What follows belongs to an exercise in optimizing a design on an open flow for small area and a short achievable clock period; a production flow would make more cautious choices. No run shown here included a check of the RTL's function; only the layout flow was run. Power figures rest on the tool's default switching activity, not on a simulated workload.

==> design.v <==
`default_nettype none
package rvMemPkg;
    localparam int xlen = 64;
    localparam int maskWidth = xlen / 8;
    typedef logic [2:0] widthCode;
    localparam widthCode lb  = 3'b000;
    localparam widthCode lh  = 3'b001;
    localparam widthCode lw  = 3'b010;
    localparam widthCode ld  = 3'b011;
    localparam widthCode lbu = 3'b100;
    localparam widthCode lhu = 3'b101;
    localparam widthCode lwu = 3'b110;
    typedef union packed {
        logic [xlen-1:0] dword;
        logic [1:0][31:0] word;
        logic [3:0][15:0] half;
        logic [7:0][7:0] bytes;
    } memWord;
endpackage
`default_nettype wire
`default_nettype none
package platformPkg;
    localparam logic [63:0] mtimecmpAddr = 64'h0000_0000_0200_4000;
    localparam logic [63:0] mtimeAddr = 64'h0000_0000_0200_bff8;
    localparam logic [63:0] mtimecmpReset = '1;
endpackage
`default_nettype wire
`timescale 1ns/1ps
`default_nettype none
module accessControl (
    input  logic clk,
    input  logic arstN,
    input  logic reqValid,
    input  logic reqWrite,
    input  rvMemPkg::widthCode reqWidth,
    input  logic [rvMemPkg::xlen-1:0] reqAddr,
    input  logic [rvMemPkg::xlen-1:0] reqWdata,
    input  logic memStall,
    output logic busy,
    output logic done,
    output logic weMem,
    output logic reMem,
    output logic [rvMemPkg::xlen-1:0] heldAddr,
    output logic [rvMemPkg::xlen-1:0] heldWdata,
    output logic [rvMemPkg::maskWidth-1:0] heldMask,
    output logic [1:0] heldSize,
    output logic heldUnsigned,
    output logic captureLoad,
    output logic timerRead,
    output logic timerReadCmp,
    output logic writeMtime,
    output logic writeMtimecmp,
    output logic acceptMtimecmpWrite
);
    logic accept;
    logic hitMtime;
    logic hitMtimecmp;
    logic isTimer;
    logic [rvMemPkg::xlen-1:0] fmtData;
    logic [rvMemPkg::maskWidth-1:0] fmtMask;
    assign accept = reqValid && !busy;
    timerAddrMatch uMatch (
        .addr(reqAddr),
        .hitMtime(hitMtime),
        .hitMtimecmp(hitMtimecmp)
    );
    assign isTimer = hitMtime || hitMtimecmp;
    assign acceptMtimecmpWrite = accept && reqWrite && hitMtimecmp;
    storeFormatter uStoreFormatter (
        .size(reqWidth[1:0]),
        .offset(reqAddr[2:0]),
        .wdata(reqWdata),
        .fmtData(fmtData),
        .fmtMask(fmtMask)
    );
    always_ff @(posedge clk) begin
        if (!busy) begin
            heldAddr <= reqAddr;
            heldWdata <= fmtData;
            heldMask <= fmtMask;
            heldSize <= reqWidth[1:0];
            heldUnsigned <= reqWidth[2];
            timerReadCmp <= hitMtimecmp;
        end
    end
    always_ff @(posedge clk or negedge arstN) begin
        if (!arstN) begin
            busy <= 1'b0;
            done <= 1'b0;
            weMem <= 1'b0;
            reMem <= 1'b0;
            timerRead <= 1'b0;
            writeMtime <= 1'b0;
            writeMtimecmp <= 1'b0;
        end else begin
            busy <= accept || (busy && !done);
            done <= ((weMem || reMem) && !memStall) || timerRead || writeMtime || writeMtimecmp;
            weMem <= (accept && reqWrite && !isTimer) || (weMem && memStall);
            reMem <= (accept && !reqWrite && !isTimer) || (reMem && memStall);
            timerRead <= accept && !reqWrite && isTimer;
            writeMtime <= accept && reqWrite && hitMtime;
            writeMtimecmp <= acceptMtimecmpWrite;
        end
    end
    assign captureLoad = (reMem && !memStall) || timerRead;
endmodule
module timerAddrMatch (
    input  logic [63:0] addr,
    output logic hitMtime,
    output logic hitMtimecmp
);
    localparam logic [63:0] mtimeAddr = platformPkg::mtimeAddr;
    localparam logic [63:0] mtimecmpAddr = platformPkg::mtimecmpAddr;
    logic [15:0] sharedHit;
    logic [3:0] mtimeLowHit;
    logic [3:0] mtimecmpLowHit;
    logic [2:0] notShared;
    logic notMtimeLow;
    logic notMtimecmpLow;
    for (genvar k = 4; k < 16; k++) begin : gShared
        nibbleMatch #(.K(mtimeAddr[4*k +: 4])) uNibble (
            .a(addr[4*k +: 4]),
            .y(sharedHit[k])
        );
    end
    assign sharedHit[3:0] = '0;
    for (genvar k = 0; k < 4; k++) begin : gLow
        nibbleMatch #(.K(mtimeAddr[4*k +: 4])) uMtime (
            .a(addr[4*k +: 4]),
            .y(mtimeLowHit[k])
        );
        nibbleMatch #(.K(mtimecmpAddr[4*k +: 4])) uMtimecmp (
            .a(addr[4*k +: 4]),
            .y(mtimecmpLowHit[k])
        );
    end
    for (genvar j = 0; j < 3; j++) begin : gSharedAnd
        gateNand #(.N(4)) uAnd (.a(sharedHit[4*j+4 +: 4]), .y(notShared[j]));
    end
    gateNand #(.N(4)) uMtimeAnd (.a(mtimeLowHit), .y(notMtimeLow));
    gateNand #(.N(4)) uMtimecmpAnd (.a(mtimecmpLowHit), .y(notMtimecmpLow));
    gateNor #(.N(4)) uMtimeHit (.a({notShared, notMtimeLow}), .y(hitMtime));
    gateNor #(.N(4)) uMtimecmpHit (.a({notShared, notMtimecmpLow}), .y(hitMtimecmp));
endmodule
module nibbleMatch #(
    parameter logic [3:0] K = 4'h0
) (
    input  logic [3:0] a,
    output logic y
);
    assign y = (a == K);
endmodule
`default_nettype wire
`timescale 1ns/1ps
`default_nettype none
module storeFormatter (
    input  logic [1:0] size,         
    input  logic [2:0] offset,
    input  logic [rvMemPkg::xlen-1:0] wdata,
    output logic [rvMemPkg::xlen-1:0] fmtData,
    output logic [rvMemPkg::maskWidth-1:0] fmtMask
);
    logic isByte;
    logic isHalf;
    logic isWord;
    logic isDouble;
    logic [7:0][7:0] b;
    logic [7:0][7:0] lane;
    assign isByte = (size == 2'd0);
    assign isHalf = (size == 2'd1);
    assign isWord = (size == 2'd2);
    assign isDouble = (size == 2'd3);
    always_comb begin
        for (int k = 0; k < 8; k++) begin
            fmtMask[k] = isDouble ||
                         ((k[2] == offset[2]) &&
                          (size[1] ||
                           ((k[1] == offset[1]) &&
                            (size[0] || (k[0] == offset[0])))));
        end
    end
    assign b = wdata;
    assign lane[0] = b[0];
    assign lane[1] = (fmtMask[1] && isByte) ? b[0] : b[1];
    assign lane[2] = (fmtMask[2] && !size[1]) ? b[0] : b[2];
    assign lane[3] = (fmtMask[3] && isByte) ? b[0] :
                     (fmtMask[3] && isHalf) ? b[1] : b[3];
    assign lane[4] = (fmtMask[4] && !isDouble) ? b[0] : b[4];
    assign lane[5] = (fmtMask[5] && isByte) ? b[0] :
                     (fmtMask[5] && (isHalf || isWord)) ? b[1] : b[5];
    assign lane[6] = (fmtMask[6] && !size[1]) ? b[0] :
                     (fmtMask[6] && isWord) ? b[2] : b[6];
    assign lane[7] = (fmtMask[7] && isByte) ? b[0] :
                     (fmtMask[7] && isHalf) ? b[1] :
                     (fmtMask[7] && isWord) ? b[3] : b[7];
    assign fmtData = lane;
endmodule
`default_nettype wire
`timescale 1ns/1ps
`default_nettype none
module loadAligner (
    input  logic clk,
    input  logic arstN,
    input  logic [2:0] offset,
    input  logic [1:0] size,
    input  logic isUnsigned,
    input  logic captureLoad,
    input  logic timerRead,
    input  logic timerReadCmp,
    input  logic [rvMemPkg::xlen-1:0] rdataMem,
    input  logic [rvMemPkg::xlen-1:0] mtime,
    input  logic [rvMemPkg::xlen-1:0] mtimecmp,
    input  logic [rvMemPkg::xlen-1:0] timerValue,    
    output logic [rvMemPkg::xlen-1:0] rdData
);
    logic [7:0][7:0] src;
    logic atLeastHalf;
    logic atLeastWord;
    logic isDouble;
    logic [2:0] base;
    logic [2:0] top;
    logic [7:0] memTops;
    logic [7:0] mtimeTops;
    logic [7:0] mtimecmpTops;
    logic timerMsb;
    logic msb;
    logic ext;
    logic [7:0][7:0] res;
    assign src = timerRead ? timerValue : rdataMem;
    assign atLeastHalf = (size != 2'd0);
    assign atLeastWord = size[1];
    assign isDouble = (size == 2'd3);
    assign base = offset & ~{isDouble, atLeastWord, atLeastHalf};
    assign top = base | {1'b0, atLeastWord, atLeastHalf};
    for (genvar k = 0; k < 8; k++) begin : gTops
        assign memTops[k] = rdataMem[8*k+7];
        assign mtimeTops[k] = mtime[8*k+7];
        assign mtimecmpTops[k] = mtimecmp[8*k+7];
    end
    assign timerMsb = timerReadCmp ? mtimecmpTops[top] : mtimeTops[top];
    assign msb = timerRead ? timerMsb : memTops[top];
    assign ext = !isUnsigned && msb;
    assign res[0] = src[base];
    assign res[1] = atLeastHalf ? src[{base[2:1], 1'b1}] : {8{ext}};
    assign res[2] = atLeastWord ? src[{base[2], 2'b10}] : {8{ext}};
    assign res[3] = atLeastWord ? src[{base[2], 2'b11}] : {8{ext}};
    assign res[4] = isDouble ? src[4] : {8{ext}};
    assign res[5] = isDouble ? src[5] : {8{ext}};
    assign res[6] = isDouble ? src[6] : {8{ext}};
    assign res[7] = isDouble ? src[7] : {8{ext}};
    always_ff @(posedge clk or negedge arstN) begin
        if (!arstN) begin
            rdData <= '0;
        end else if (captureLoad) begin
            rdData <= res;
        end
    end
endmodule
`default_nettype wire
`timescale 1ns/1ps
`default_nettype none
module mmioTimer #(
    parameter int unsigned TimerStep = 1
) (
    input  logic clk,
    input  logic arstN,
    input  logic [rvMemPkg::xlen-1:0] reqWdata,
    input  logic busy,
    input  logic reqAddrBit3,                
    input  logic timerReadCmp,               
    input  logic acceptMtimecmpWrite,
    input  logic writeMtime,                 
    input  logic writeMtimecmp,              
    input  logic [rvMemPkg::xlen-1:0] heldWdata,
    output logic [rvMemPkg::xlen-1:0] mtime,
    output logic [rvMemPkg::xlen-1:0] mtimecmp,
    output logic [rvMemPkg::xlen-1:0] timerValue,
    output logic timerIrq
);
    localparam int xlen = rvMemPkg::xlen;
    logic [xlen-1:0] mtimeInc;
    logic mtimeAllOnes;
    logic [xlen-1:0] mtimeNext;
    logic [xlen-1:0] mtimecmpNext;
    logic [xlen-1:0] other;
    logic [7:0] halfNotGt;
    logic [7:0] halfNotLt;
    logic [7:0] heldNotGt;
    logic [7:0] heldNotLt;
    logic dataGt;
    logic dataLt;
    logic mtimeWasAllOnes;
    logic notIncEqCmp;
    logic eqCmp;
    logic irqNext;
    timerIncrement uIncrement (
        .value(mtime),
        .inc(mtimeInc),
        .allOnes(mtimeAllOnes)
    );
    assign mtimeNext = writeMtime ? heldWdata :
                       ((TimerStep == 1) ? mtimeInc : mtime + xlen'(TimerStep));
    assign mtimecmpNext = acceptMtimecmpWrite ? reqWdata : mtimecmp;
    assign other = (busy ? timerReadCmp : reqAddrBit3) ? mtimecmp : mtime;
    assign timerValue = other;
    compareFront uFront (
        .a(reqWdata),
        .b(other),
        .notGt(halfNotGt),
        .notLt(halfNotLt)
    );
    always_ff @(posedge clk) begin
        heldNotGt <= halfNotGt;
        heldNotLt <= halfNotLt;
        mtimeWasAllOnes <= mtimeAllOnes;
    end
    compareBack uBack (
        .notGtIn(heldNotGt),
        .notLtIn(heldNotLt),
        .gt(dataGt),
        .lt(dataLt)
    );
    incEqual uIncEqual (
        .value(mtime),
        .target(mtimecmp),
        .notIncEq(notIncEqCmp),
        .eq(eqCmp)
    );
    always_comb begin
        if (TimerStep != 1) begin
            irqNext = (mtimeNext >= mtimecmp);
        end else if (writeMtime) begin
            irqNext = !dataLt;
        end else if (writeMtimecmp) begin
            irqNext = !notIncEqCmp ||
                      (!mtimeAllOnes && (eqCmp || (!mtimeWasAllOnes && !dataGt)));
        end else begin
            irqNext = !notIncEqCmp || (!mtimeAllOnes && timerIrq);
        end
    end
    always_ff @(posedge clk or negedge arstN) begin
        if (!arstN) begin
            mtime <= '0;
            mtimecmp <= platformPkg::mtimecmpReset;
            timerIrq <= 1'b0;
        end else begin
            mtime <= mtimeNext;
            mtimecmp <= mtimecmpNext;
            timerIrq <= irqNext;
        end
    end
endmodule
module timerIncrement (
    input  logic [63:0] value,
    output logic [63:0] inc,
    output logic allOnes
);
    logic [3:0][3:0][3:0] notRun;
    logic [3:0][3:0] notBlocks;
    logic [3:0] groupOnes;
    logic [3:0] notGroups;
    logic [63:0] carry;
    for (genvar a = 0; a < 4; a++) begin : gGroup
        for (genvar b = 0; b < 4; b++) begin : gBlock
            gateNand #(.N(1)) uRun0 (.a(value[16*a+4*b]), .y(notRun[a][b][0]));
            for (genvar c = 1; c < 4; c++) begin : gRun
                gateNand #(.N(c + 1)) uRun (
                    .a(value[16*a+4*b +: c + 1]),
                    .y(notRun[a][b][c])
                );
            end
        end
        assign notBlocks[a][0] = 1'b0;
        assign notBlocks[a][1] = notRun[a][0][3];
        gateOr #(.N(2)) uBlocks2 (
            .a({notRun[a][1][3], notRun[a][0][3]}),
            .y(notBlocks[a][2])
        );
        gateOr #(.N(3)) uBlocks3 (
            .a({notRun[a][2][3], notRun[a][1][3], notRun[a][0][3]}),
            .y(notBlocks[a][3])
        );
        gateNor #(.N(4)) uGroupOnes (
            .a({notRun[a][3][3], notRun[a][2][3], notRun[a][1][3], notRun[a][0][3]}),
            .y(groupOnes[a])
        );
    end
    assign notGroups[0] = 1'b0;
    gateNand #(.N(1)) uGroups1 (.a(groupOnes[0]), .y(notGroups[1]));
    gateNand #(.N(2)) uGroups2 (.a(groupOnes[1:0]), .y(notGroups[2]));
    gateNand #(.N(3)) uGroups3 (.a(groupOnes[2:0]), .y(notGroups[3]));
    gateAnd #(.N(4)) uAllOnes (.a(groupOnes), .y(allOnes));
    assign carry[0] = 1'b1;
    for (genvar i = 0; i < 63; i++) begin : gCarry
        localparam int a = i / 16;
        localparam int b = (i / 4) % 4;
        localparam int c = i % 4;
        if (a == 0 && b == 0) begin : gRunOnly
            gateNor #(.N(1)) uCarry (.a(notRun[a][b][c]), .y(carry[i+1]));
        end else if (a == 0) begin : gBlocksRun
            gateNor #(.N(2)) uCarry (
                .a({notBlocks[a][b], notRun[a][b][c]}),
                .y(carry[i+1])
            );
        end else if (b == 0) begin : gGroupsRun
            gateNor #(.N(2)) uCarry (
                .a({notGroups[a], notRun[a][b][c]}),
                .y(carry[i+1])
            );
        end else begin : gAll
            gateNor #(.N(3)) uCarry (
                .a({notGroups[a], notBlocks[a][b], notRun[a][b][c]}),
                .y(carry[i+1])
            );
        end
    end
    assign inc = value ^ carry;
endmodule
module compareFront (
    input  logic [63:0] a,
    input  logic [63:0] b,
    output logic [7:0] notGt,
    output logic [7:0] notLt
);
    logic [63:0] g0;
    logic [63:0] l0;
    logic [31:0] g1;
    logic [31:0] l1;
    logic [15:0] g2;
    logic [15:0] l2;
    assign g0 = a & ~b;
    assign l0 = ~a & b;
    for (genvar i = 0; i < 32; i++) begin : gL1
        compareNodePos uNode (
            .gtHigh(g0[2*i+1]), .ltHigh(l0[2*i+1]),
            .gtLow(g0[2*i]), .ltLow(l0[2*i]),
            .notGt(g1[i]), .notLt(l1[i])
        );
    end
    for (genvar i = 0; i < 16; i++) begin : gL2
        compareNodeNeg uNode (
            .notGtHigh(g1[2*i+1]), .notLtHigh(l1[2*i+1]),
            .notGtLow(g1[2*i]), .notLtLow(l1[2*i]),
            .gt(g2[i]), .lt(l2[i])
        );
    end
    for (genvar i = 0; i < 8; i++) begin : gL3
        compareNodePos uNode (
            .gtHigh(g2[2*i+1]), .ltHigh(l2[2*i+1]),
            .gtLow(g2[2*i]), .ltLow(l2[2*i]),
            .notGt(notGt[i]), .notLt(notLt[i])
        );
    end
endmodule
module compareBack (
    input  logic [7:0] notGtIn,
    input  logic [7:0] notLtIn,
    output logic gt,
    output logic lt
);
    logic [3:0] g4;
    logic [3:0] l4;
    logic [1:0] g5;
    logic [1:0] l5;
    for (genvar i = 0; i < 4; i++) begin : gL4
        compareNodeNeg uNode (
            .notGtHigh(notGtIn[2*i+1]), .notLtHigh(notLtIn[2*i+1]),
            .notGtLow(notGtIn[2*i]), .notLtLow(notLtIn[2*i]),
            .gt(g4[i]), .lt(l4[i])
        );
    end
    for (genvar i = 0; i < 2; i++) begin : gL5
        compareNodePos uNode (
            .gtHigh(g4[2*i+1]), .ltHigh(l4[2*i+1]),
            .gtLow(g4[2*i]), .ltLow(l4[2*i]),
            .notGt(g5[i]), .notLt(l5[i])
        );
    end
    compareNodeNeg uTop (
        .notGtHigh(g5[1]), .notLtHigh(l5[1]),
        .notGtLow(g5[0]), .notLtLow(l5[0]),
        .gt(gt), .lt(lt)
    );
endmodule
module compareNodePos (
    input  logic gtHigh,
    input  logic ltHigh,
    input  logic gtLow,
    input  logic ltLow,
    output logic notGt,
    output logic notLt
);
    assign notGt = !((gtHigh || gtLow) && !ltHigh);
    assign notLt = !((ltHigh || ltLow) && !gtHigh);
endmodule
module compareNodeNeg (
    input  logic notGtHigh,
    input  logic notLtHigh,
    input  logic notGtLow,
    input  logic notLtLow,
    output logic gt,
    output logic lt
);
    assign gt = !((notGtHigh && notGtLow) || !notLtHigh);
    assign lt = !((notLtHigh && notLtLow) || !notGtHigh);
endmodule
module incEqual (
    input  logic [63:0] value,
    input  logic [63:0] target,
    output logic notIncEq,
    output logic eq
);
    logic [63:0] diff;
    xorVector #(.N(64)) uDiff (
        .a(value),
        .b(target),
        .y(diff)
    );
    incEqualTree uTree (
        .value(value),
        .diff(diff),
        .notIncEq(notIncEq),
        .eq(eq)
    );
endmodule
module incEqualTree (
    input  logic [63:0] value,
    input  logic [63:0] diff,
    output logic notIncEq,
    output logic eq
);
    logic [63:0] below;
    logic [63:0] ok;
    logic [15:0] notOk4;
    logic [3:0] ok16;
    logic [15:0] same4;
    logic [3:0] notSame16;
    assign below = value & diff;
    for (genvar i = 0; i < 63; i++) begin : gStep
        assign ok[i] = (diff[i+1] == below[i]);
    end
    assign ok[63] = diff[0];
    for (genvar i = 0; i < 16; i++) begin : gAnd4
        gateNand #(.N(4)) uAnd (.a(ok[4*i +: 4]), .y(notOk4[i]));
        gateNor #(.N(4)) uSame (.a(diff[4*i +: 4]), .y(same4[i]));
    end
    for (genvar i = 0; i < 4; i++) begin : gAnd16
        gateNor #(.N(4)) uAnd (.a(notOk4[4*i +: 4]), .y(ok16[i]));
        gateNand #(.N(4)) uSame (.a(same4[4*i +: 4]), .y(notSame16[i]));
    end
    gateNand #(.N(4)) uAnd64 (.a(ok16), .y(notIncEq));
    gateNor #(.N(4)) uSame64 (.a(notSame16), .y(eq));
endmodule
module xorVector #(
    parameter int N = 64
) (
    input  logic [N-1:0] a,
    input  logic [N-1:0] b,
    output logic [N-1:0] y
);
    assign y = a ^ b;
endmodule
module gateNand #(
    parameter int N = 2
) (
    input  logic [N-1:0] a,
    output logic y
);
    assign y = !(&a);
endmodule
module gateNor #(
    parameter int N = 2
) (
    input  logic [N-1:0] a,
    output logic y
);
    assign y = !(|a);
endmodule
module gateOr #(
    parameter int N = 2
) (
    input  logic [N-1:0] a,
    output logic y
);
    assign y = |a;
endmodule
module gateAnd #(
    parameter int N = 2
) (
    input  logic [N-1:0] a,
    output logic y
);
    assign y = &a;
endmodule
`default_nettype wire
`timescale 1ns/1ps
`default_nettype none
module loadStoreUnit #(
    parameter int unsigned TimerStep = 1
) (
    input  logic clk,
    input  logic arstN,
    input  logic reqValid,
    input  logic reqWrite,
    input  rvMemPkg::widthCode reqWidth,
    input  logic [rvMemPkg::xlen-1:0] reqAddr,
    input  logic [rvMemPkg::xlen-1:0] reqWdata,
    input  logic [rvMemPkg::xlen-1:0] rdataMem,
    input  logic memStall,
    output logic busy,
    output logic done,
    output logic [rvMemPkg::xlen-1:0] rdData,
    output logic [rvMemPkg::xlen-1:0] address,
    output logic weMem,
    output logic reMem,
    output logic [rvMemPkg::xlen-1:0] wdataMem,
    output logic [rvMemPkg::maskWidth-1:0] wmaskMem,
    output logic timerIrq
);
    logic [rvMemPkg::xlen-1:0] heldAddr;
    logic [rvMemPkg::xlen-1:0] heldWdata;
    logic [rvMemPkg::maskWidth-1:0] heldMask;
    logic [1:0] heldSize;
    logic heldUnsigned;
    logic captureLoad;
    logic timerRead;
    logic timerReadCmp;
    logic writeMtime;
    logic writeMtimecmp;
    logic acceptMtimecmpWrite;
    logic [rvMemPkg::xlen-1:0] mtime;
    logic [rvMemPkg::xlen-1:0] mtimecmp;
    logic [rvMemPkg::xlen-1:0] timerValue;
    accessControl uAccessControl (
        .clk(clk),
        .arstN(arstN),
        .reqValid(reqValid),
        .reqWrite(reqWrite),
        .reqWidth(reqWidth),
        .reqAddr(reqAddr),
        .reqWdata(reqWdata),
        .memStall(memStall),
        .busy(busy),
        .done(done),
        .weMem(weMem),
        .reMem(reMem),
        .heldAddr(heldAddr),
        .heldWdata(heldWdata),
        .heldMask(heldMask),
        .heldSize(heldSize),
        .heldUnsigned(heldUnsigned),
        .captureLoad(captureLoad),
        .timerRead(timerRead),
        .timerReadCmp(timerReadCmp),
        .writeMtime(writeMtime),
        .writeMtimecmp(writeMtimecmp),
        .acceptMtimecmpWrite(acceptMtimecmpWrite)
    );
    loadAligner uLoadAligner (
        .clk(clk),
        .arstN(arstN),
        .offset(heldAddr[2:0]),
        .size(heldSize),
        .isUnsigned(heldUnsigned),
        .captureLoad(captureLoad),
        .timerRead(timerRead),
        .timerReadCmp(timerReadCmp),
        .rdataMem(rdataMem),
        .mtime(mtime),
        .mtimecmp(mtimecmp),
        .timerValue(timerValue),
        .rdData(rdData)
    );
    mmioTimer #(
        .TimerStep(TimerStep)
    ) uMmioTimer (
        .clk(clk),
        .arstN(arstN),
        .reqWdata(reqWdata),
        .busy(busy),
        .reqAddrBit3(reqAddr[3]),
        .timerReadCmp(timerReadCmp),
        .acceptMtimecmpWrite(acceptMtimecmpWrite),
        .writeMtime(writeMtime),
        .writeMtimecmp(writeMtimecmp),
        .heldWdata(heldWdata),
        .mtime(mtime),
        .mtimecmp(mtimecmp),
        .timerValue(timerValue),
        .timerIrq(timerIrq)
    );
    assign address = heldAddr;
    assign wdataMem = heldWdata;
    assign wmaskMem = heldMask;
endmodule
`default_nettype wire
==> flow/run.sh <==
#!/bin/bash
# The standard layout, with plain buffers on the ports instead of the
# delay cells buffer_ports picks by default. Every port still gets a buffer.
set -euo pipefail
export BUFFER_PORTS_ARGS="-buffer_cell sky130_fd_sc_hd__buf_1"
bash standard.sh > standard.log 2>&1
==> standard.sh <==
#!/bin/bash
# synth_recipe.tcl (not shown) runs the flow's synth.tcl, then flattens the netlist and writes it again
# the make line also repeats each setting of config.mk as NAME=value (left out here)
make -C /OpenROAD-flow-scripts/flow DESIGN_CONFIG=/design/flow/config.mk WORK_HOME=/design/flow/orfs CLKGATE_MAP_FILE= SYNTH_SCRIPT=/design/flow/synth_recipe.tcl "${@:-finish}"
==> config.mk <==
export PLATFORM = sky130hd
export DESIGN_NAME = loadStoreUnit
export DESIGN_NICKNAME = loadStoreUnit
export VERILOG_FILES = /design/flow/design.v
export SDC_FILE = /design/flow/constraint.sdc
export NUM_CORES = 4
export LEC_CHECK = 0
export CAP_MARGIN = 20
export CORE_MARGIN = 2
export CORE_UTILIZATION = 40
export SETUP_SLACK_MARGIN = 1.9
export SLEW_MARGIN = 20
export SYNTH_HIERARCHICAL = 1
==> constraint.sdc <==
create_clock -name core_clock -period 4.1 [get_ports {clk}]
set_input_delay 0.8200 -clock core_clock [delete_from_list [all_inputs] [get_ports {clk}]]
set_output_delay 0.8200 -clock core_clock [all_outputs]
set_load 0.01 [all_outputs]
==> results of run 1 <==
-- worst register-to-register path: stages (launching register included) --
cell      delay [ns]
edfxtp_1        0.39
buf_4           0.16
mux2i_4         0.17
buf_12          0.15
buf_6           0.12
buf_16          0.15
mux2_4          0.19
mux2i_2         0.07
buf_4           0.20
mux4_2          0.48
o21ai_2         0.22
o21ai_2         0.12
o21ai_1         0.09
-- area by class of cell --
type	count	share of cell area, %
multi-input combinational	1410	46.7
sequential	357	32.6
timing repair buffer	569	11.7
clock buffer	48	3.68
tap	748	3.15
clock inverter	30	1.43
inverter	53	0.682
antenna	3	0.0253
-- routing by layer --
layer  vias to the layer above  part of all wire (%)
li1                       8029                     -
met1                      9597                    39
met2                      1057                    46
met3                       235                   9.8
met4                         2                   5.2
met5                         -                 0.012
-- stage by stage --
step	instance area [um2]	utilization [%]	hold slack [ns]	cells	setup WS, ns
after floorplan	22900	-	0.461	1912	1.12
after global placement	25300	45.9	0.464	3016	0.704
after detailed placement	25300	45.9	0.477	3016	0.681
after CTS	28800	52.3	0.315	3175	1.61
after global routing	29700	54.0	0.341	3217	1.49
final	29700	54.0	0.319	3218	1.53
-- synth_stat cells (4+ instances only) --
cell type	n
o211ai_1	12
o21bai_1	85
o2111ai_1	7
xor2_1	190
o22ai_1	7
a21oi_1	12
buf_6	7
dfstp_2	64
a2bb2oi_1	6
nor3_2	35
nand4_1	43
dfrtp_1	136
o21ai_1	32
inv_1	51
and2b_2	128
clkbuf_1	34
mux4_2	25
buf_4	21
nand3_1	48
nor4_2	41
o221ai_2	11
ha_1	4
o21ai_0	124
or3_1	5
nor2_1	36
o221ai_1	6
edfxtp_1	140
dfxtp_1	17
a21boi_1	42
mux2_2	229
mux2_1	8
buf_2	29
nor3_1	5
or2_1	5
a22o_1	6
mux2i_1	77
nor2b_1	18
a22oi_1	8
nand2_1	102
-- worst paths after layout --
check,endpoint
worst max-delay path,uLoadAligner.rdData[0]
worst min-delay path,uLoadAligner.rdData[7]
worst max register to register,uLoadAligner.rdData[0]
worst min register to register,uAccessControl.busy
max in group asynchronous,uMmioTimer.mtime[14]
min in group core_clock,uAccessControl.heldAddr[25]
-- Yosys stat by module (local to each module, per instance), excerpt --
| module | copies in the design | area, um2 | flip-flops and latches | cells |
|---|---|---|---|---|
| incEqualTree | 1 | 788 | 0 | 126 |
| compareNodeNeg | 21 | 15.0 | 0 | 2 |
| accessControl | 1 | 4490 | 147 | 163 |
| storeFormatter | 1 | 1370 | 0 | 195 |
| compareNodePos | 42 | 15.0 | 0 | 2 |
| timerIncrement | 1 | 556 | 0 | 64 |
-- cells in the final DEF (no fill, tap or decap), drive strengths merged, types with 60 or more instances in the layout --
master and n:
edfxtp 140, mux2i 78, xor2 190, dfrtp 136, mux2 237, and2b 128, o21ai 157, nand2 102
clkbuf 60, o21bai 85, dfstp 64, buf 557
-- registers in the layout, summed over array words and instances (netlist names), 2 cells and up --
name                      flops
uAccessControl.heldAddr      64
uAccessControl.heldSize       2
uMmioTimer.heldNotGt          8
uLoadAligner.rdData          64
uAccessControl.heldWdata     64
uAccessControl.heldMask       8
uMmioTimer.mtimecmp          64
uMmioTimer.mtime             64
uMmioTimer.heldNotLt          8
-- power by group through the flow --
stage	clock [uW]	sequential (uW)	combinational (uW)
2_1_floorplan	0	5410	1620
3_3_place_gp	0	5250	3360
3_5_place_dp	0	5260	3380
4_1_cts	4210	5180	3860
5_1_grt	4340	5240	4350
6_report	4160	5180	4120
-- repair_timing --
item                                    in CTS  in global routing
endpoints found under the setup margin     239                230
buffers inserted                            71                 33
hold buffers                                 0                  0
resized for setup                          213                120
cloned                                      10                  7
pin swaps                                   34                 30
hold endpoints to repair                     0                  0
-- kinds of logic (layout without fill, tap and decap cells) --
kind of cell    count (synthesis)  count (layout)  share of synthesized area, %
compound gates                384             384                          11.9
xor+xnor                      190             190                          7.51
fa+ha+maj                       4               4                         0.226
buf+inv                       145             700                          3.21
flops                         357             357                          43.4
mux                           340             340                          18.2
other cells                     0               3                             0
simple gates                  492             492                          15.5
==> flow_summary.toml, run 1 <==
[global_route]
grt_usage_pct = 31.4
met3_usage_pct = 7.34
met1_usage_pct = 40.6
busiest_layer = "met2"
overflow = 0
grt_pass1_vias = 18733
grt_pass1_wl_um = 130000
grt_max_degree = 73
antenna_found_initial = 10
met2_usage_pct = 49.7

[critical_path]
cp.required_ns = 4.63
cp_num_buf_inv = 5
reg2reg_depth = 12
end_kind = "flop"
startpoint = "uAccessControl.timerReadCmp"
critPathTopFamily = "multiplexers"
r2r-start = "uAccessControl.timerReadCmp"
worst_path_max_delay_cell = "mux4_2"
critPathLaunchType = "flop"
arrival_ns = 3.10
ff2ff_setup_slack_ns = 1.53
cp.depth = 12
critical_path_class = "reg -> reg"
cp_slowest_stage_delay_ns = 0.48
crit_path_max_fanout = 5
path_cells = "buf_4 > mux2i_4 > buf_12 > buf_6 > buf_16 > mux2_4 > mux2i_2 > buf_4 > mux4_2 > o21ai_2 > o21ai_2 > o21ai_1"

[min_path]
hp-class = "in -> async"

[power_and_ir_drop]
finalPower_uw = 13500
p_per_area_nw_per_um2 = 453
power_switching_uw = 4790
combPwrFrac_pct = 30.6
p_sw_share_pct = 35.6
seqPwrFrac_pct = 38.5
p_int_uw = 8680
p_leak_uw = 0.0121
p_clk_share_pct = 30.9
vdd_ir_drop_max_v = 0.000507

[synth]
syn-cell-area_um2 = 22200
synth_fp_nets = 2116
synth_top_area_share_pct = 19.0
synth_cell_type_count = 74
synth_area_leaders = "edfxtp_1, dfrtp_1, mux2_2"
synth_cells = 1912
synth_seq_area_share_pct = 43.4
synth.ff_latch_count = 357
yosys_warnings = 10
postSynthAreaPerCell_um2 = 11.6
yosysTopAreaCell = "edfxtp_1"
ys.flop_type = "edfxtp_1"
synth-edff-count = 140
synthArstFlopShare_pct = 56.0

[detailed_routing]
ant_nets = 0
via_count = 18920
drt-pass1-iter-count = 5
drc = 0
routed_wl_um = 92200
detail_route.iter0.violations = 1954
viasPerCell = 5.88
wl_per_cell_um = 28.6

[cts]
cts.path.max_buffers = 3
cts_num_sinks = 357
clkLatencyLatePin_ns = 0.61
ctsRootBufferMaster = "clkbuf_16"
htreeDepth = 2
clkTransAtPathRegs_ns = 0.07
cts_tree = "done"
cts_made_buffers = 42

[floorplan]
die_y_um = 239
rows = 86
dieArea_um2 = 57300
ioPinCount = 405
initial_core_util_pct = 40.3
die_w_um = 239
coreArea_um2 = 55000

[finish]
seq_area_um2 = 9690
final_nets = 2637
multiInputGateArea_um2 = 13900
drive_gt1_share_pct = 41.3
areaGrowthSynthToFinish_pct = 34.0
fill_cells = 4788

[sta]
grt_setup_unrepaired = "yes"
min_period_ns = 2.57
skew_ns = 0.0342
slew_violations = 0
finalHoldViolCount = 0
slew-limit-headroom_pct = 40.3
worst_pin_slew_ns = 0.895
setup_violations = 0
fin_tns_setup_ns = 0
fmax_mhz = 389
min_period_over_period_pct = 62.6

[run]
maxCapViolCount = 0

[status]
status = "finished clean"

[placement]
port_buffers = 404
dpl.hpwl_um = 66600
place.gp.congestion = 0.953
==> run 2, diff against run 1 <==
--- a/design.v
+++ b/design.v
@@ -44,7 +44,8 @@
     output logic [rvMemPkg::xlen-1:0] heldWdata,
     output logic [rvMemPkg::maskWidth-1:0] heldMask,
     output logic [1:0] heldSize,
-    output logic heldUnsigned,
+    output logic [2:0] loadBase,
+    output logic [7:0] loadExtSel,
     output logic captureLoad,
     output logic timerRead,
     output logic timerReadCmp,
@@ -58,6 +59,13 @@
     logic isTimer;
     logic [rvMemPkg::xlen-1:0] fmtData;
     logic [rvMemPkg::maskWidth-1:0] fmtMask;
+    logic atLeastHalf;
+    logic atLeastWord;
+    logic isDouble;
+    logic [2:0] base;
+    logic [2:0] top;
+    logic signExt;
+    logic [7:0] extSel;
     assign accept = reqValid && !busy;
     timerAddrMatch uMatch (
         .addr(reqAddr),
@@ -73,13 +81,23 @@
         .fmtData(fmtData),
         .fmtMask(fmtMask)
     );
+    assign atLeastHalf = (reqWidth[1:0] != 2'd0);
+    assign atLeastWord = reqWidth[1];
+    assign isDouble = (reqWidth[1:0] == 2'd3);
+    assign base = reqAddr[2:0] & ~{isDouble, atLeastWord, atLeastHalf};
+    assign top = base | {1'b0, atLeastWord, atLeastHalf};
+    assign signExt = !reqWidth[2] && !isDouble;
+    for (genvar k = 0; k < 8; k++) begin : gExtSel
+        assign extSel[k] = signExt && (top == 3'(k));
+    end
     always_ff @(posedge clk) begin
         if (!busy) begin
+            loadBase <= base;
+            loadExtSel <= extSel;
             heldAddr <= reqAddr;
             heldWdata <= fmtData;
             heldMask <= fmtMask;
             heldSize <= reqWidth[1:0];
-            heldUnsigned <= reqWidth[2];
             timerReadCmp <= hitMtimecmp;
         end
     end
@@ -201,15 +219,12 @@
 module loadAligner (
     input  logic clk,
     input  logic arstN,
-    input  logic [2:0] offset,
+    input  logic [2:0] base,                 
     input  logic [1:0] size,
-    input  logic isUnsigned,
+    input  logic [7:0] extSel,               
     input  logic captureLoad,
     input  logic timerRead,
-    input  logic timerReadCmp,
     input  logic [rvMemPkg::xlen-1:0] rdataMem,
-    input  logic [rvMemPkg::xlen-1:0] mtime,
-    input  logic [rvMemPkg::xlen-1:0] mtimecmp,
     input  logic [rvMemPkg::xlen-1:0] timerValue,    
     output logic [rvMemPkg::xlen-1:0] rdData
 );
@@ -217,29 +232,23 @@
     logic atLeastHalf;
     logic atLeastWord;
     logic isDouble;
-    logic [2:0] base;
-    logic [2:0] top;
     logic [7:0] memTops;
-    logic [7:0] mtimeTops;
-    logic [7:0] mtimecmpTops;
-    logic timerMsb;
-    logic msb;
+    logic [7:0] timerTops;
+    logic memExt;
+    logic timerExt;
     logic ext;
     logic [7:0][7:0] res;
     assign src = timerRead ? timerValue : rdataMem;
     assign atLeastHalf = (size != 2'd0);
     assign atLeastWord = size[1];
     assign isDouble = (size == 2'd3);
-    assign base = offset & ~{isDouble, atLeastWord, atLeastHalf};
-    assign top = base | {1'b0, atLeastWord, atLeastHalf};
     for (genvar k = 0; k < 8; k++) begin : gTops
         assign memTops[k] = rdataMem[8*k+7];
-        assign mtimeTops[k] = mtime[8*k+7];
-        assign mtimecmpTops[k] = mtimecmp[8*k+7];
+        assign timerTops[k] = timerValue[8*k+7];
     end
-    assign timerMsb = timerReadCmp ? mtimecmpTops[top] : mtimeTops[top];
-    assign msb = timerRead ? timerMsb : memTops[top];
-    assign ext = !isUnsigned && msb;
+    assign memExt = |(extSel & memTops);
+    assign timerExt = |(extSel & timerTops);
+    assign ext = timerRead ? timerExt : memExt;
     assign res[0] = src[base];
     assign res[1] = atLeastHalf ? src[{base[2:1], 1'b1}] : {8{ext}};
     assign res[2] = atLeastWord ? src[{base[2], 2'b10}] : {8{ext}};
@@ -291,7 +300,7 @@
     logic dataLt;
     logic mtimeWasAllOnes;
     logic notIncEqCmp;
-    logic eqCmp;
+    logic notEqCmp;
     logic irqNext;
     timerIncrement uIncrement (
         .value(mtime),
@@ -324,7 +333,7 @@
         .value(mtime),
         .target(mtimecmp),
         .notIncEq(notIncEqCmp),
-        .eq(eqCmp)
+        .notEq(notEqCmp)
     );
     always_comb begin
         if (TimerStep != 1) begin
@@ -333,7 +342,7 @@
             irqNext = !dataLt;
         end else if (writeMtimecmp) begin
             irqNext = !notIncEqCmp ||
-                      (!mtimeAllOnes && (eqCmp || (!mtimeWasAllOnes && !dataGt)));
+                      (!mtimeAllOnes && (!notEqCmp || (!mtimeWasAllOnes && !dataGt)));
         end else begin
             irqNext = !notIncEqCmp || (!mtimeAllOnes && timerIrq);
         end
@@ -508,7 +517,7 @@
     input  logic [63:0] value,
     input  logic [63:0] target,
     output logic notIncEq,
-    output logic eq
+    output logic notEq
 );
     logic [63:0] diff;
     xorVector #(.N(64)) uDiff (
@@ -520,36 +529,52 @@
         .value(value),
         .diff(diff),
         .notIncEq(notIncEq),
-        .eq(eq)
+        .notEq(notEq)
     );
 endmodule
 module incEqualTree (
     input  logic [63:0] value,
     input  logic [63:0] diff,
     output logic notIncEq,
-    output logic eq
+    output logic notEq
 );
     logic [63:0] below;
     logic [63:0] ok;
-    logic [15:0] notOk4;
-    logic [3:0] ok16;
-    logic [15:0] same4;
-    logic [3:0] notSame16;
+    logic [15:0] okA;
+    logic [7:0] okB;
+    logic [3:0] okC;
+    logic [1:0] okD;
+    logic [31:0] sameA;
+    logic [7:0] sameB;
+    logic [3:0] sameC;
     assign below = value & diff;
     for (genvar i = 0; i < 63; i++) begin : gStep
         assign ok[i] = (diff[i+1] == below[i]);
     end
     assign ok[63] = diff[0];
-    for (genvar i = 0; i < 16; i++) begin : gAnd4
-        gateNand #(.N(4)) uAnd (.a(ok[4*i +: 4]), .y(notOk4[i]));
-        gateNor #(.N(4)) uSame (.a(diff[4*i +: 4]), .y(same4[i]));
-    end
-    for (genvar i = 0; i < 4; i++) begin : gAnd16
-        gateNor #(.N(4)) uAnd (.a(notOk4[4*i +: 4]), .y(ok16[i]));
-        gateNand #(.N(4)) uSame (.a(same4[4*i +: 4]), .y(notSame16[i]));
+    for (genvar i = 0; i < 16; i++) begin : gOkA
+        gateNand #(.N(4)) uGate (.a(ok[4*i +: 4]), .y(okA[i]));
+    end
+    for (genvar i = 0; i < 8; i++) begin : gOkB
+        gateNor #(.N(2)) uGate (.a(okA[2*i +: 2]), .y(okB[i]));
+    end
+    for (genvar i = 0; i < 4; i++) begin : gOkC
+        gateNand #(.N(2)) uGate (.a(okB[2*i +: 2]), .y(okC[i]));
+    end
+    for (genvar i = 0; i < 2; i++) begin : gOkD
+        gateNor #(.N(2)) uGate (.a(okC[2*i +: 2]), .y(okD[i]));
     end
-    gateNand #(.N(4)) uAnd64 (.a(ok16), .y(notIncEq));
-    gateNor #(.N(4)) uSame64 (.a(notSame16), .y(eq));
+    gateNand #(.N(2)) uOk (.a(okD), .y(notIncEq));
+    for (genvar i = 0; i < 32; i++) begin : gSameA
+        gateNor #(.N(2)) uGate (.a(diff[2*i +: 2]), .y(sameA[i]));
+    end
+    for (genvar i = 0; i < 8; i++) begin : gSameB
+        gateNand #(.N(4)) uGate (.a(sameA[4*i +: 4]), .y(sameB[i]));
+    end
+    for (genvar i = 0; i < 4; i++) begin : gSameC
+        gateNor #(.N(2)) uGate (.a(sameB[2*i +: 2]), .y(sameC[i]));
+    end
+    gateNand #(.N(4)) uSame (.a(sameC), .y(notEq));
 endmodule
 module xorVector #(
     parameter int N = 64
@@ -621,7 +646,8 @@
     logic [rvMemPkg::xlen-1:0] heldWdata;
     logic [rvMemPkg::maskWidth-1:0] heldMask;
     logic [1:0] heldSize;
-    logic heldUnsigned;
+    logic [2:0] loadBase;
+    logic [7:0] loadExtSel;
     logic captureLoad;
     logic timerRead;
     logic timerReadCmp;
@@ -648,7 +674,8 @@
         .heldWdata(heldWdata),
         .heldMask(heldMask),
         .heldSize(heldSize),
-        .heldUnsigned(heldUnsigned),
+        .loadBase(loadBase),
+        .loadExtSel(loadExtSel),
         .captureLoad(captureLoad),
         .timerRead(timerRead),
         .timerReadCmp(timerReadCmp),
@@ -659,15 +686,12 @@
     loadAligner uLoadAligner (
         .clk(clk),
         .arstN(arstN),
-        .offset(heldAddr[2:0]),
+        .base(loadBase),
         .size(heldSize),
-        .isUnsigned(heldUnsigned),
+        .extSel(loadExtSel),
         .captureLoad(captureLoad),
         .timerRead(timerRead),
-        .timerReadCmp(timerReadCmp),
         .rdataMem(rdataMem),
-        .mtime(mtime),
-        .mtimecmp(mtimecmp),
         .timerValue(timerValue),
         .rdData(rdData)
     );
==> run 2 against run 1 <==
Net effect: fmax shrank 1.8%; first-iteration DRC count down 6.7%; critical path depth shrank 3; cell count up 0.50%; clock power shrank 5.3%; count of clock-buffer cells in the layout increased by 9; highest routed layer unchanged; routed wire length fell by 2.5%; clock skew decreased by 0.013 ns; synthesized area up 1.6%.
==> flow_summary.toml, run 2 <==
[synth]
synth_top_area_share_pct = 20.0
synth_commonest_cells = "mux2_2, xor2_1, edfxtp_1"
synthArstFlopShare_pct = 54.5
yosysTopAreaCell = "edfxtp_1"
syn-cell-area_um2 = 22500
synth_seq_area_share_pct = 44.1
synth_cells = 1937
synth_area_leaders = "edfxtp_1, dfrtp_1, mux2_2"
synth_cell_type_count = 74
postSynthAreaPerCell_um2 = 11.6
synth.ff_latch_count = 367
synth_fp_nets = 2141
synth-edff-count = 150
synth.most_common_cell = "mux2_2"
yosys_warnings = 10
ys.flop_type = "edfxtp_1"

[finish]
fill_cells = 4871
drive_gt1_share_pct = 37.8
final_nets = 2652
multiInputGateArea_um2 = 13200
fin_cells = 3234
final_cell_mix = "buf_1, xor2_1, edfxtp_1"
final_common_cell = "buf_1"
areaGrowthSynthToFinish_pct = 29.7
stdcell_area_um2 = 29200
seq_area_um2 = 9980

[power_and_ir_drop]
vdd_ir_drop_max_v = 0.000402
p_leak_uw = 0.0120
finalPower_uw = 13300
p_per_area_nw_per_um2 = 456

[cts]
cts_tree = "done"
htreeDepth = 2
cts_num_sinks = 367
hold_buffers = 0
clkTransAtPathRegs_ns = 0.06
clkLatencyLatePin_ns = 0.60
cts.path.max_buffers = 3
cts_made_buffers = 44
ctsRootBufferMaster = "clkbuf_16"

[sta]
grt_setup_unrepaired = "yes"
finalHoldViolCount = 0
fmax_mhz = 382
slew-limit-headroom_pct = 27.4
setup_violations = 0
min_period_over_period_pct = 63.8
fin_tns_setup_ns = 0
skew_ns = 0.0210
timing.final.ws_setup_ns = 1.49
min_period_ns = 2.61
slew_violations = 0
worst_pin_slew_ns = 1.09

[floorplan]
rows = 86
coreArea_um2 = 55400
die_w_um = 241
initial_core_util_pct = 40.6
die_y_um = 241
ioPinCount = 405
dieArea_um2 = 58200

[placement]
place_inst = 3043
postPlaceCellArea_um2 = 25500
place.gp.congestion = 0.953
port_buffers = 404
pre_cts_slack_ns = 0.735
dpl.hpwl_um = 64600

[critical_path]
path_cells = "mux2i_4 > buf_12 > buf_12 > clkbuf_16 > mux2_4 > mux4_2 > mux2_4 > o22ai_1 > nor2_1"
cp_num_buf_inv = 3
worst_path_max_delay_cell = "mux4_2"
crit_path_max_fanout = 5
critical_path_class = "reg -> reg"
critPathLaunchType = "flop"
critPathTopFamily = "multiplexers"
cp.required_ns = 4.55
ff2ff_setup_slack_ns = 1.49
timing.rr.end = "uLoadAligner.rdData[9]"
cp_slowest_stage_delay_ns = 0.54
reg2reg_depth = 9
end_kind = "flop"
arrival_ns = 3.06
r2r-start = "uAccessControl.busy"

[run]
maxCapViolCount = 0

[detailed_routing]
wl_per_cell_um = 27.8
route.met2.wl_um = 41900
drc = 0
ant_nets = 0
maxUsedRoutingLayer = "met5"
wl_met3_um = 9330
viasPerCell = 5.88
via_count = 19028
drt-pass1-iter-count = 6
routed_wl_um = 89900
detail_route.iter0.violations = 1824
m1WireLength_um = 34700

[global_route]
grt_pass1_vias = 18548
overflow = 0
grt_max_degree = 104
grt_pass1_wl_um = 124000
grt_usage_pct = 29.2
antenna_found_initial = 8

[min_path]
hp-class = "in -> async"

[status]
status = "finished clean"
run 2: how the worst max path moves through the flow:
| stage | endpoint | start | slack (ns) | cells after the start |
|---|---|---|---|---|
| 2_1_floorplan | uAccessControl.heldAddr[0] | uAccessControl.busy | 1.02 | 1 |
| 3_3_place_gp | uAccessControl.heldWdata[61] | reqWidth[0] | 0.77 | 5 |
| 3_5_place_dp | uLoadAligner.rdData[11] | reqAddr[3] | 0.74 | 9 |
| 4_1_cts | uLoadAligner.rdData[11] | uAccessControl.busy | 1.50 | 8 |
| 5_1_grt | uLoadAligner.rdData[6] | uAccessControl.busy | 1.42 | 9 |
| 6_report | uLoadAligner.rdData[9] | uAccessControl.busy | 1.49 | 9 |
run 2: repair_timing:
| action | 4_1_cts | 5_1_grt |
|---|---|---|
| setup buffers | 44 | 44 |
| cloned | 8 | 11 |
| hold endpoints to repair | 0 | 0 |
| pin swaps | 19 | 47 |
| endpoints found under the setup margin | 251 | 332 |
| resized for setup | 95 | 161 |
run 2: area by class of cell:
cell class	instances	share of cell area (%)
Timing Repair Buffer	550	11.5
Tap cell	748	3.20
Timing Repair inverter	1	0.0171
Multi-Input combinational cell	1414	45.3
Clock inverter	25	0.865
Inverter	70	0.925
Sequential cell	367	34.2
Clock buffer	57	4.01
Antenna cell	2	0.0171
run 2: routing by layer:
layer / GRT usage, % / vias up
li1: - / 8122
met1: 37.4 / 9597
met2: 47.6 / 1072
met3: 7.57 / 225
met4: 11.0 / 12
met5: 0 / -
run 2: report_power, final:
part | internal [uW] | switching, uW | leakage [uW]
Clock | 2280 | 1660 | 0.000689
Sequential | 4800 | 598 | 0.00389
Combinational | 1560 | 2400 | 0.00739
run 2: per-stage QoR:
step	util, %	hold WS [ns]
3_3_place_gp	45.9	0.470
2_1_floorplan	-	0.469
6_report	52.7	0.0815
5_1_grt	52.7	0.0804
4_1_cts	50.2	0.0659
3_5_place_dp	45.9	0.467
run 2: per-module statistics from Yosys, one instance, submodules excluded, excerpt:
module	cells inside	flops+latches
storeFormatter	195	0
accessControl	191	157
compareNodeNeg	2	0
incEqualTree	126	0
loadAligner	434	64
timerIncrement	64	0
compareNodePos	2	0
compareFront	128	0
run 2: cell families after synthesis:
logic type               synth area share [%]
AO/OA/AOI/OAI                            10.7
flip-flops                               44.1
XOR/XNOR                                 7.39
multiplexers                             18.9
AND/OR/NAND/NOR                          15.2
adder cells (fa/ha/maj)                 0.222
buffers and inverters                    3.42
==> run 3, diff against run 2 <==
--- a/design.v
+++ b/design.v
@@ -310,8 +310,8 @@
     assign mtimeNext = writeMtime ? heldWdata :
                        ((TimerStep == 1) ? mtimeInc : mtime + xlen'(TimerStep));
     assign mtimecmpNext = acceptMtimecmpWrite ? reqWdata : mtimecmp;
-    assign other = (busy ? timerReadCmp : reqAddrBit3) ? mtimecmp : mtime;
-    assign timerValue = other;
+    assign other = reqAddrBit3 ? mtimecmp : mtime;
+    assign timerValue = timerReadCmp ? mtimecmp : mtime;
     compareFront uFront (
         .a(reqWdata),
         .b(other),
==> run 3 against run 2 <==
Net effect: non-clock buffer count up 19; synthesized cell count up 3.7%; worst hold slack better by 0.31 ns; count of clock-buffer cells in the layout down 1; largest cell class unchanged; highest routed layer unchanged.
==> flow_summary.toml, run 3 <==
[placement]
dpl.hpwl_um = 63200
postPlaceCellArea_um2 = 26000
place.gp.congestion = 0.931
port_buffers = 404

[synth]
synth.ff_latch_count = 367
syn-cell-area_um2 = 23400
synth_commonest_cells = "mux2_2, xor2_1, edfxtp_1"
yosysTopAreaCell = "edfxtp_1"
synth_cell_type_count = 72
ys.flop_type = "edfxtp_1"
synth.most_common_cell = "mux2_2"
synth_cells = 2008
synth_fp_nets = 2212
synth-edff-count = 150
synthArstFlopShare_pct = 54.5
yosys_warnings = 10
synth_seq_area_share_pct = 42.5
postSynthAreaPerCell_um2 = 11.6
synth_area_leaders = "edfxtp_1, mux2_2, dfrtp_1"
synth_top_area_share_pct = 19.3

[sta]
min_period_over_period_pct = 59.3
slew-limit-headroom_pct = 25.1
fin_tns_setup_ns = 0
skew_ns = 0.0155
finalHoldViolCount = 0
setup_violations = 0
worst_pin_slew_ns = 1.12
min_period_ns = 2.43
grt_setup_unrepaired = "yes"
fmax_mhz = 411
slew_violations = 0

[global_route]
grt_pass1_wl_um = 124000
grt_usage_pct = 27.9
met3_usage_pct = 6.28
met2_usage_pct = 45.3
overflow = 0
busiest_layer = "met2"
antenna_found_initial = 14
grt_pass1_vias = 18817
grt_max_degree = 67
met1_usage_pct = 35.7

[power_and_ir_drop]
combPwrFrac_pct = 29.1
p_leak_uw = 0.0126
seqPwrFrac_pct = 40.5
vdd_ir_drop_max_v = 0.000348
power_switching_uw = 4550
p_int_uw = 8820
p_sw_share_pct = 34.0
p_clk_share_pct = 30.4
p_per_area_nw_per_um2 = 439

[critical_path]
worst_path_max_delay_cell = "mux4_2"
ff2ff_setup_slack_ns = 1.67
cp_slowest_stage_delay_ns = 0.49
timing.rr.end = "uLoadAligner.rdData[14]"
critical_path_class = "reg -> reg"
crit_path_end = "uLoadAligner.rdData[14]"
cp.required_ns = 4.56
startpoint = "uAccessControl.timerReadCmp"
end_kind = "flop"
arrival_ns = 2.89
r2r-start = "uAccessControl.timerReadCmp"
path_cells = "buf_12 > buf_12 > buf_4 > buf_12 > mux2_4 > mux4_2 > mux2_4 > o22ai_2 > nor2_4"
crit_path_max_fanout = 8
critPathLaunchType = "flop"
cp_common_cell = "buf_12"
reg2reg_depth = 9

[detailed_routing]
drc = 0
ant_nets = 0
wl_per_cell_um = 26.5
drt-pass1-iter-count = 5
via_count = 19245
viasPerCell = 5.77
routed_wl_um = 88500
detail_route.iter0.violations = 1603

[cts]
clkLatencyLatePin_ns = 0.58
cts.path.max_buffers = 3
clkTransAtPathRegs_ns = 0.06
cts_num_sinks = 367
cts_tree = "done"
htreeDepth = 2
cts_made_buffers = 43
ctsRootBufferMaster = "clkbuf_16"

[run]
maxCapViolCount = 0

[floorplan]
dieArea_um2 = 60400
die_y_um = 246
coreArea_um2 = 57700
initial_core_util_pct = 40.5
die_w_um = 246
rows = 88
ioPinCount = 405

[finish]
final_common_cell = "buf_1"
stdcell_area_um2 = 30500
areaGrowthSynthToFinish_pct = 30.3
final_cell_mix = "buf_1, mux2_2, xor2_1"
final_nets = 2732
drive_gt1_share_pct = 41.3

[min_path]
hp-class = "in -> async"

[status]
status = "finished clean"
-- run 3: area by class of cell --
cell class | instances | area (um2)
clock inverter | 23 | 265
fill | 5048 | 27200
clock buffer | 56 | 1210
sequential | 367 | 10000
timing repair buffer | 569 | 3650
tap | 765 | 957
inverter | 70 | 270
antenna | 8 | 20.0
multi-input combinational | 1477 | 14100
-- run 3: cell families (layout without fill, tap and decap cells) --
logic type / count (synthesis) / in the layout / share of synthesized area [%]
buffers and inverters: 165 / 718 / 3.98
multiplexers: 393 / 393 / 21.2
other: 0 / 8 / 0
AO/OA/AOI/OAI: 342 / 343 / 10.3
XOR/XNOR: 190 / 190 / 7.12
adder cells (fa/ha/maj): 4 / 4 / 0.214
flip-flops: 367 / 367 / 42.5
AND/OR/NAND/NOR: 547 / 547 / 14.7
-- run 3: modules after synthesis, one instance, submodules excluded, excerpt --
module	cells	copies in the design	area (um2)	flip-flops and latches
accessControl	191	1	4900	157
loadAligner	434	1	4750	64
storeFormatter	195	1	1370	0
compareFront	128	1	1120	0
incEqualTree	126	1	788	0
timerIncrement	64	1	556	0
compareNodeNeg	2	21	15.0	0
compareNodePos	2	42	15.0	0
-- run 3: critical path, delay by kind of cell, from the launching register on --
| kind | cells | cell delay (ns) |
|---|---|---|
| mux | 3 | 1.11 |
| buf+inv | 4 | 0.59 |
| flops | 1 | 0.41 |
| compound gates | 1 | 0.15 |
| simple gates | 1 | 0.06 |
-- run 3: through the flow --
step | worst slack, ns | total power (uW) | util (%) | cells | hold slack (ns)
6_report | 1.67 | 13400 | 52.8 | 3335 | 0.387
5_1_grt | 1.60 | 13900 | 52.8 | 3330 | 0.403
4_1_cts | 1.76 | 13000 | 49.9 | 3261 | 0.404
3_5_place_dp | 0.587 | 8540 | 45.0 | 3127 | 0.450
3_3_place_gp | 0.657 | 8480 | 45.0 | 3126 | 0.447
2_1_floorplan | 1.08 | 7020 | - | 2008 | 0.469
-- run 3: worst min path at each step --
stage	startpoint	to
after floorplan	uAccessControl.writeMtimecmp	uAccessControl.done
after global placement	uAccessControl.done	uAccessControl.busy
after detailed placement	uAccessControl.done	uAccessControl.busy
after CTS	reqAddr[20]	uAccessControl.heldAddr[20]
after global routing	reqAddr[37]	uAccessControl.heldAddr[37]
final	arstN	uMmioTimer.mtime[35]
-- run 3: timing repair --
| item | 4_1_cts | 5_1_grt |
|---|---|---|
| resized for setup | 173 | 189 |
| endpoints found under the setup margin | 252 | 200 |
| gates cloned | 9 | 9 |
| pin swaps | 26 | 54 |
| hold endpoints to repair | 0 | 0 |
| buffers inserted | 46 | 56 |
| hold buffers | 0 | 0 |
-- run 3: power by group through the flow --
stage / clock network (uW) / registers [uW] / logic [uW]
after detailed placement: 0 / 5470 / 3070
after floorplan: 0 / 5590 / 1430
after global routing: 4290 / 5470 / 4130
after CTS: 4130 / 5410 / 3420
after global placement: 0 / 5480 / 3000
final: 4060 / 5410 / 3890
-- run 3: layer usage --
layer	vias to the layer above	share of wire, %	routed length, um
met4	12	4.4	3920
met3	178	8.1	7150
met2	856	48	42700
li1	8426	-	-
met5	-	0.092	81
met1	9773	39	34700
==> run 4, diff against run 3 <==
--- a/design.v
+++ b/design.v
@@ -228,7 +228,9 @@
     input  logic [rvMemPkg::xlen-1:0] timerValue,    
     output logic [rvMemPkg::xlen-1:0] rdData
 );
-    logic [7:0][7:0] src;
+    logic [7:0][7:0] memBytes;
+    logic [7:0][7:0] timerBytes;
+    logic [7:0][7:0] lane;
     logic atLeastHalf;
     logic atLeastWord;
     logic isDouble;
@@ -238,7 +240,8 @@
     logic timerExt;
     logic ext;
     logic [7:0][7:0] res;
-    assign src = timerRead ? timerValue : rdataMem;
+    assign memBytes = rdataMem;
+    assign timerBytes = timerValue;
     assign atLeastHalf = (size != 2'd0);
     assign atLeastWord = size[1];
     assign isDouble = (size == 2'd3);
@@ -249,14 +252,21 @@
     assign memExt = |(extSel & memTops);
     assign timerExt = |(extSel & timerTops);
     assign ext = timerRead ? timerExt : memExt;
-    assign res[0] = src[base];
-    assign res[1] = atLeastHalf ? src[{base[2:1], 1'b1}] : {8{ext}};
-    assign res[2] = atLeastWord ? src[{base[2], 2'b10}] : {8{ext}};
-    assign res[3] = atLeastWord ? src[{base[2], 2'b11}] : {8{ext}};
-    assign res[4] = isDouble ? src[4] : {8{ext}};
-    assign res[5] = isDouble ? src[5] : {8{ext}};
-    assign res[6] = isDouble ? src[6] : {8{ext}};
-    assign res[7] = isDouble ? src[7] : {8{ext}};
+    assign lane[0] = timerRead ? timerBytes[0] : memBytes[base];
+    assign lane[1] = timerRead ? timerBytes[1] : memBytes[{base[2:1], 1'b1}];
+    assign lane[2] = timerRead ? timerBytes[2] : memBytes[{base[2], 2'b10}];
+    assign lane[3] = timerRead ? timerBytes[3] : memBytes[{base[2], 2'b11}];
+    for (genvar k = 4; k < 8; k++) begin : gHigh
+        assign lane[k] = timerRead ? timerBytes[k] : memBytes[k];
+    end
+    assign res[0] = lane[0];
+    assign res[1] = atLeastHalf ? lane[1] : {8{ext}};
+    assign res[2] = atLeastWord ? lane[2] : {8{ext}};
+    assign res[3] = atLeastWord ? lane[3] : {8{ext}};
+    assign res[4] = isDouble ? lane[4] : {8{ext}};
+    assign res[5] = isDouble ? lane[5] : {8{ext}};
+    assign res[6] = isDouble ? lane[6] : {8{ext}};
+    assign res[7] = isDouble ? lane[7] : {8{ext}};
     always_ff @(posedge clk or negedge arstN) begin
         if (!arstN) begin
             rdData <= '0;
==> run 4 against run 3 <==
Net effect: routed wire length is 0.10% lower; synthesized cell count shrank 0.40%; flip-flop and latch count unchanged; design area shrank 6.1%; combinational power shrank 12%; cell count fell by 1.6%; via count is 1.9% lower; largest cell class unchanged.
==> flow_summary.toml, run 4 <==
[status]
status = "finished clean"

[global_route]
grt_max_degree = 152
overflow = 0
grt_pass1_wl_um = 126000
grt_usage_pct = 28.6
antenna_found_initial = 8
grt_pass1_vias = 18684

[floorplan]
rows = 87
die_w_um = 244
die_y_um = 244
initial_core_util_pct = 40.7
dieArea_um2 = 59500
ioPinCount = 405
coreArea_um2 = 56600

[power_and_ir_drop]
p_leak_uw = 0.0122
seqPwrFrac_pct = 41.4
p_int_uw = 8480
p_clk_share_pct = 32.1
p_sw_share_pct = 34.6
combPwrFrac_pct = 26.5
vdd_ir_drop_max_v = 0.000530
power_switching_uw = 4490
p_per_area_nw_per_um2 = 454

[cts]
cts_num_sinks = 367
clkTransAtPathRegs_ns = 0.06
cts_tree = "done"
ctsRootBufferMaster = "clkbuf_16"
clkLatencyLatePin_ns = 0.60
htreeDepth = 2
cts.path.max_buffers = 3
cts_made_buffers = 45

[synth]
synth.area.mux_share_pct = 19.0
synthArstFlopShare_pct = 54.5
synth_area_leaders = "edfxtp_1, mux2_2, dfrtp_1"
ys.flop_type = "edfxtp_1"
synth_fp_nets = 2204
postSynthAreaPerCell_um2 = 11.5
yosys.area_share.simple_pct = 15.0
synth-edff-count = 150
synth-compound-area-share_pct = 11.2
synth-adder-area-share_pct = 0.217
synth_cells = 2000
synth-xor-area-share_pct = 7.23
synth.ff_latch_count = 367
synth_top_area_share_pct = 19.6
synth_seq_area_share_pct = 43.1
synth.most_common_cell = "mux2_2"
yosysTopAreaCell = "edfxtp_1"
synth_top_family_by_area = "multiplexers"
synth_commonest_cells = "mux2_2, xor2_1, edfxtp_1"
synth_cell_type_count = 77
yosys_warnings = 10
syn-cell-area_um2 = 23000

[placement]
port_buffers = 404
place.gp.congestion = 0.926
postPlaceCellArea_um2 = 25500
dpl.hpwl_um = 63200

[critical_path]
path_cells = "buf_1 > nor4_4 > nand4_1 > nor4_4 > and3_4 > buf_12 > buf_12 > buf_16 > mux2_4"
end_kind = "flop"
r2r-start = "uAccessControl.timerReadCmp"
ff2ff_setup_slack_ns = 1.81
crit_path_max_fanout = 8
critPathLaunchType = "input port"
reg2reg_depth = 8
arrival_ns = 2.84
cp_slowest_stage_delay_ns = 0.35
timing.rr.end = "uLoadAligner.rdData[35]"
cp.required_ns = 4.62
critPathTopFamily = "simple AND/OR/NAND/NOR gates"
worst_path_max_delay_cell = "nor4_4"
cp.depth = 9
cp_num_buf_inv = 4
critical_path_class = "in -> reg"

[sta]
skew_ns = 0.0182
min_period_ns = 2.32
slew_violations = 0
min_period_over_period_pct = 56.5
setup_violations = 0
grt_setup_unrepaired = "yes"
fmax_mhz = 432
fin_tns_setup_ns = 0
finalHoldViolCount = 0
slew-limit-headroom_pct = 40.3
worst_pin_slew_ns = 0.896

[finish]
drive_gt1_share_pct = 34.4
final_common_cell = "buf_1"
fill_cells = 5199
final_cell_mix = "buf_1, mux2_2, xor2_1"
final_nets = 2690
stdcell_area_um2 = 28600
fin_util_pct = 50.5
seq_area_um2 = 9970
areaGrowthSynthToFinish_pct = 24.3
multiInputGateArea_um2 = 12800

[detailed_routing]
ant_nets = 0
drt-pass1-iter-count = 5
routed_wl_um = 88400
viasPerCell = 5.75
drc = 0
via_count = 18881
wl_per_cell_um = 26.9
detail_route.iter0.violations = 1522

[run]
maxCapViolCount = 0

[min_path]
hp-class = "in -> async"
==> run 4: cell count changes after synthesis, moves of 9 or more <==
cell	delta
nor2_1	-10
inv_1	+10
mux4_2	-33
a31oi_1	-9
mux4_1	+9
==> run 4: layer usage <==
metal	global-route usage (%)	share of wire (%)	vias to the layer above
li1	-	-	8274
met1	36.9	41	9619
met2	46.4	47	812
met3	5.99	7.2	166
met4	12.0	5.0	10
met5	0	0.078	-
==> run 4: Yosys stat by module, one instance, submodules excluded, excerpt <==
module,copies in the design,cells inside,flops+latches,cell area (um2)
accessControl,1,191,157,4900
loadAligner,1,426,64,4380
storeFormatter,1,195,0,1370
compareFront,1,128,0,1120
incEqualTree,1,126,0,788
timerIncrement,1,64,0,556
compareNodeNeg,21,2,0,15.0
compareNodePos,42,2,0,15.0
==> run 4: cell type report <==
type / instances / area share (%)
multi-input cells: 1463 / 44.7
clock inverters: 24 / 0.962
repair buffers: 530 / 10.7
clock buffers: 60 / 4.38
flip-flops and latches: 367 / 34.9
well taps: 756 / 3.31
inverters: 79 / 1.06
diodes: 4 / 0.0350
==> run 4: metrics by stage <==
step,setup slack [ns],total power [uW],hold slack [ns],instances
final,1.78,13000,0.288,3283
after global routing,1.65,13500,0.328,3281
after CTS,1.76,13000,0.298,3248
after detailed placement,0.939,8580,0.454,3107
after global placement,0.957,8550,0.454,3107
after floorplan,1.08,7090,0.469,2000
==> run 4: cells by family (layout without fill, tap and decap cells) <==
logic type / Yosys count / after routing
adder cells (fa/ha/maj): 4 / 4
AND/OR/NAND/NOR: 542 / 543
XOR/XNOR: 190 / 190
flip-flops: 367 / 367
multiplexers: 362 / 362
AO/OA/AOI/OAI: 364 / 364
buffers and inverters: 171 / 693
other: 0 / 4
==> run 4: power groups by stage <==
stage | clock network [uW] | logic [uW] | registers [uW]
5_1_grt | 4360 | 3660 | 5450
6_report | 4160 | 3440 | 5370
3_5_place_dp | 0 | 3100 | 5480
4_1_cts | 4230 | 3390 | 5380
3_3_place_gp | 0 | 3080 | 5470
2_1_floorplan | 0 | 1500 | 5590
==> run 4: worst max path at each step <==
| stage | from | to | slack, ns |
|---|---|---|---|
| after floorplan | uAccessControl.busy | uAccessControl.heldAddr[0] | 1.08 |
| after global placement | reqAddr[3] | uAccessControl.weMem | 0.96 |
| after detailed placement | reqAddr[24] | uMmioTimer.mtimecmp[39] | 0.94 |
| after CTS | reqAddr[34] | uMmioTimer.mtimecmp[16] | 1.76 |
| after global routing | uAccessControl.timerReadCmp | uLoadAligner.rdData[52] | 1.65 |
| final | reqAddr[16] | uMmioTimer.mtimecmp[12] | 1.78 |
==> run 4: repair_timing <==
item,in CTS,in global routing
hold buffers,0,0
buffers inserted,44,30
gates resized for setup,72,82
pin swaps,21,18
gates cloned,13,1
endpoints found under the setup margin,235,207

static timing again, ports no longer ideal:
How much do the figures lean on ideal ports? The routed layouts below were timed once more, with nothing changed but the port constraints. Step 1: set_driving_cell puts a clkbuf_16 on clk and a buf_2 on each other input, an assumption about the parent block. Step 2 also shifts input and output timing later by t, the mid clock arrival at the registers, as if the neighbouring blocks saw the same clock. Slacks: no drivers / after step 1 / after step 2; pairs: no drivers / after step 1.
run	t (ns)	setup slack, ns	worst slew at a driven data input, ns	cell pins on the clock port's net
run 1	0.655	1.531 / 1.531 / 0.955	0.10	1
run 2	0.643	1.485 / 1.485 / 0.958	0.12	1
run 3	0.636	1.669 / 1.669 / 1.190	0.12	1
run 4	0.645	1.784 / 1.800 / 1.155	0.13	1
After both steps setup and hold are still met in every run listed. For run 4, which loses most, drivers alone change the setup slack by +0.016 ns; drivers and shift together by -0.629 ns.
